This design comes from an exercise in tuning for small area, a short achievable clock period and few clock cycles per item on the open sky130 flow, not from production work. Only simulation tests tie the RTL to the original design; equivalence was not proved.

Setup of rev 12:
==> module keyed_sponge_hash_64, before the edit <==
module keyed_sponge_hash_64
(
   input  logic        clock,
   input  logic        reset,
   input  logic        req_valid,
   output logic        req_ready,
   input  logic [31:0] req_data_bytes,
   input  logic [2:0]  req_byte_count,
   input  logic        req_last_block,
   output logic        rsp_valid,
   input  logic        rsp_ready,
   output logic [63:0] rsp_digest,
   input  logic        csr_write_enable,
   input  logic [63:0] csr_write_data
);
   localparam int RPC = 1;           
   localparam logic [2:0] BodySteps  = 3'(2 / RPC);
   localparam logic [2:0] EmptySteps = 3'(4 / RPC);
   localparam logic [2:0] FinalSteps = 3'(6 / RPC);
   localparam logic [2:0] PadStep    = 3'(FinalSteps - BodySteps + 1);
   function automatic logic [31:0] rotl32(input logic [31:0] x, input integer r);
      rotl32 = (x << r) | (x >> (32 - r));
   endfunction
   function automatic logic [31:0] add32(input logic [31:0] x, input logic [31:0] y);
      logic [31:0] g, p, gg, pp;
      g  = x & y;
      p  = x ^ y;
      gg = g;
      pp = p;
      for (int l = 0; l < 5; l++) begin
         for (int i = 0; i < 32; i++) begin
            if (((i >> l) & 1) == 1) begin
               gg[i] = gg[i] | (pp[i] & gg[((i >> l) << l) - 1]);
               pp[i] = pp[i] & pp[((i >> l) << l) - 1];
            end
         end
      end
      add32 = p ^ {gg[30:0], 1'b0};
   endfunction
   function automatic logic [127:0] arx_round(input logic [127:0] w);
      logic [31:0] a, b, c, d;
      a = w[31:0];
      b = w[63:32];
      c = w[95:64];
      d = w[127:96];
      a = add32(a, b); b = rotl32(b, 5);  b = b ^ a; a = rotl32(a, 16);
      c = add32(c, d); d = rotl32(d, 8);  d = d ^ c;
      a = add32(a, d); d = rotl32(d, 13); d = d ^ a;
      c = add32(c, b); b = rotl32(b, 7);  b = b ^ c; c = rotl32(c, 16);
      arx_round = {d, c, b, a};
   endfunction
   logic        open_ff;         
   logic [2:0]  rem_ff;          
   logic        fin_ff;          
   logic        padp_ff;         
   logic [2:0]  padn_ff;         
   logic        rsp_valid_ff;
   logic [63:0]  seed_ff;
   logic [127:0] words_ff;
   logic [63:0]  digest_ff;
   logic [2:0]  n;
   logic        n_nz;
   logic        slot;            
   logic        take;            
   logic        take_data;       
   logic        take_pad0;       
   logic        take_open;       
   logic        step;            
   logic        close;           
   logic        stall;           
   logic        use_init;        
   assign n         = req_byte_count[2] ? 3'd4 : req_byte_count;
   assign n_nz      = (req_byte_count != 3'd0);
   assign close     = fin_ff && (rem_ff == 3'd1);
   assign stall     = close && rsp_valid_ff;
   assign step      = (rem_ff != 3'd0) && !stall;
   assign slot      = (rem_ff == 3'd0) || ((rem_ff == 3'd1) && !stall);
   assign req_ready = slot || (!n_nz && !req_last_block);
   assign take      = req_valid && slot && !reset;
   assign take_data = take && n_nz;
   assign take_pad0 = take && !n_nz && req_last_block;
   assign take_open = take && (n_nz || req_last_block);
   assign use_init  = close ? 1'b1 : (!open_ff && (rem_ff == 3'd0));
   logic [127:0] xin;
   always_comb begin
      xin = 128'd0;
      for (int i = 0; i < 4; i++) begin
         if (take_data && (n > 3'(i))) xin[8*i+:8] = req_data_bytes[8*i+:8];
      end
      if (take_pad0) begin
         xin[7:0]   = xin[7:0]   ^ 8'h1F;
         xin[31:24] = xin[31:24] ^ 8'h80;
      end
      if (padp_ff && (rem_ff == PadStep)) begin
         xin[31:24] = xin[31:24] ^ 8'h80;
         case (padn_ff)
            3'd1:    xin[15:8]  = xin[15:8]  ^ 8'h1F;
            3'd2:    xin[23:16] = xin[23:16] ^ 8'h1F;
            3'd3:    xin[31:24] = xin[31:24] ^ 8'h1F;
            default: xin[39:32] = xin[39:32] ^ 8'h1F;
         endcase
      end
   end
   logic [127:0] rnd;
   logic [127:0] init;
   logic         sel_rnd, sel_init, sel_hold;
   logic [127:0] base;
   assign sel_rnd  = step && !close;
   assign sel_init = !sel_rnd && use_init && !stall;
   assign sel_hold = !sel_rnd && !sel_init;
   always_comb begin
      rnd = words_ff;
      for (int r = 0; r < RPC; r++) rnd = arx_round(rnd);
      init = {seed_ff[63:32], 32'd0, seed_ff[31:0], 32'd0};
      base = (rnd & {128{sel_rnd}}) | (init & {128{sel_init}}) | (words_ff & {128{sel_hold}});
   end
   always_ff @(posedge clock) begin
      words_ff <= base ^ xin;
      if (close && !stall) digest_ff <= rnd[63:0];
   end
   always_ff @(posedge clock) begin
      if (reset) begin
         seed_ff      <= 64'd0;
         open_ff      <= 1'b0;
         rem_ff       <= 3'd0;
         fin_ff       <= 1'b0;
         padp_ff      <= 1'b0;
         padn_ff      <= 3'd0;
         rsp_valid_ff <= 1'b0;
      end else begin
         if (csr_write_enable) seed_ff <= csr_write_data;
         rsp_valid_ff <= (rsp_valid_ff && !rsp_ready) || (close && !stall);
         if (step) rem_ff <= rem_ff - 3'd1;
         if (close && !stall) fin_ff <= 1'b0;
         if (take_open) begin
            if (req_last_block) begin
               open_ff <= 1'b0;
               fin_ff  <= 1'b1;
               padp_ff <= n_nz;
               padn_ff <= n;
               rem_ff  <= n_nz ? FinalSteps : EmptySteps;
            end else begin
               open_ff <= 1'b1;
               rem_ff  <= BodySteps;
            end
         end
      end
   end
   assign rsp_valid  = rsp_valid_ff;
   assign rsp_digest = digest_ff;
endmodule
clock: 8.0 ns
lec_check: 0
cap_margin: 20
core_margin: 2
core_utilization: 60
setup_slack_margin: 3
slew_margin: 20
standard.sh (not shown) runs the stock make flow with config.mk's settings and CLKGATE_MAP_FILE= SYNTH_SCRIPT=/design/flow/synth_recipe.tcl, a recipe that flattens the netlist after the stock synthesis.
==> flow/flow/run.sh <==
#!/bin/bash
# The standard layout, with every port buffered by the smallest buffer
# (sky130_fd_sc_hd__buf_1) instead of the cell buffer_ports picks by default.
set -euo pipefail
bash standard.sh "BUFFER_PORTS_ARGS=-buffer_cell sky130_fd_sc_hd__buf_1" finish > standard.log 2>&1
Testbench counts of rev 12, summed over its fixed seeds: cycles 22,239, items 9,227.
Changes in rev 13 relative to rev 12:
--- a/flow/design.v
+++ b/flow/design.v
@@ -102,21 +102,19 @@
       end
    end
    logic [127:0] rnd;
    logic [127:0] init;
-   logic         sel_rnd, sel_init, sel_hold;
    logic [127:0] base;
-   assign sel_rnd  = step && !close;
-   assign sel_init = !sel_rnd && use_init && !stall;
-   assign sel_hold = !sel_rnd && !sel_init;
    always_comb begin
       rnd = words_ff;
       for (int r = 0; r < RPC; r++) rnd = arx_round(rnd);
       init = {seed_ff[63:32], 32'd0, seed_ff[31:0], 32'd0};
-      base = (rnd & {128{sel_rnd}}) | (init & {128{sel_init}}) | (words_ff & {128{sel_hold}});
+      if (step && !close) base = rnd ^ words_ff;
+      else if (use_init && !stall) base = init ^ words_ff;
+      else base = 128'd0;
    end
    always_ff @(posedge clock) begin
-      words_ff <= base ^ xin;
+      words_ff <= words_ff ^ base ^ xin;
       if (close && !stall) digest_ff <= rnd[63:0];
    end
    always_ff @(posedge clock) begin
       if (reset) begin
--- outcome ---
As of rev 13, instance area after placement had risen by a few percent compared to rev 12.
Rev 13: area of the core higher than rev 12
For rev 13, the highest routed metal layer was met5, unlike rev 12, where it was met4.
Of rev 13 and rev 12, it is rev 13 that has the higher sequential share of layout area.
Going from rev 12 to rev 13, number of detailed-route iterations in the first pass went down; non-clock buffer count saw a decrease.
[compare] base=rev 12 new=rev 13: worst path required time -0.02 ns; buffers inserted during post-CTS setup optimization -27; average footprint of a synthesized cell -4.1%.
Testbench counts of rev 13, summed over its fixed seeds: cycles 22,239, items 9,227.

## separate check: timing with driven ports
The flow's constraints put no driver on any port. The routed layouts listed below were extracted and timed again, unchanged, in two steps. Step 1 (the two cells are an assumption about what drives the block):
set clk [get_ports {clock}]
set_driving_cell -lib_cell sky130_fd_sc_hd__clkbuf_16 $clk
set_driving_cell -lib_cell sky130_fd_sc_hd__buf_2 [delete_from_list [all_inputs] $clk]
Step 2, shift: input delay + t, output delay - t, t = (earliest + latest rising clock arrival at the registers) / 2. This alone moves slack from input paths to output paths. a / b / c = no drivers / after step 1 / after step 2; a / b = the first two.
run | t (ns) | setup WS [ns] | worst hold slack (ns) | latest minus earliest clock arrival (ns)
rev 12 | 0.623 | 2.504 / 2.504 / 2.504 | 0.484 / 0.484 / 0.484 | 0.009 / 0.009
rev 13 | 0.618 | 2.951 / 2.951 / 2.951 | 0.467 / 0.467 / 0.467 | 0.026 / 0.026
After both steps every run listed still meets setup and hold.
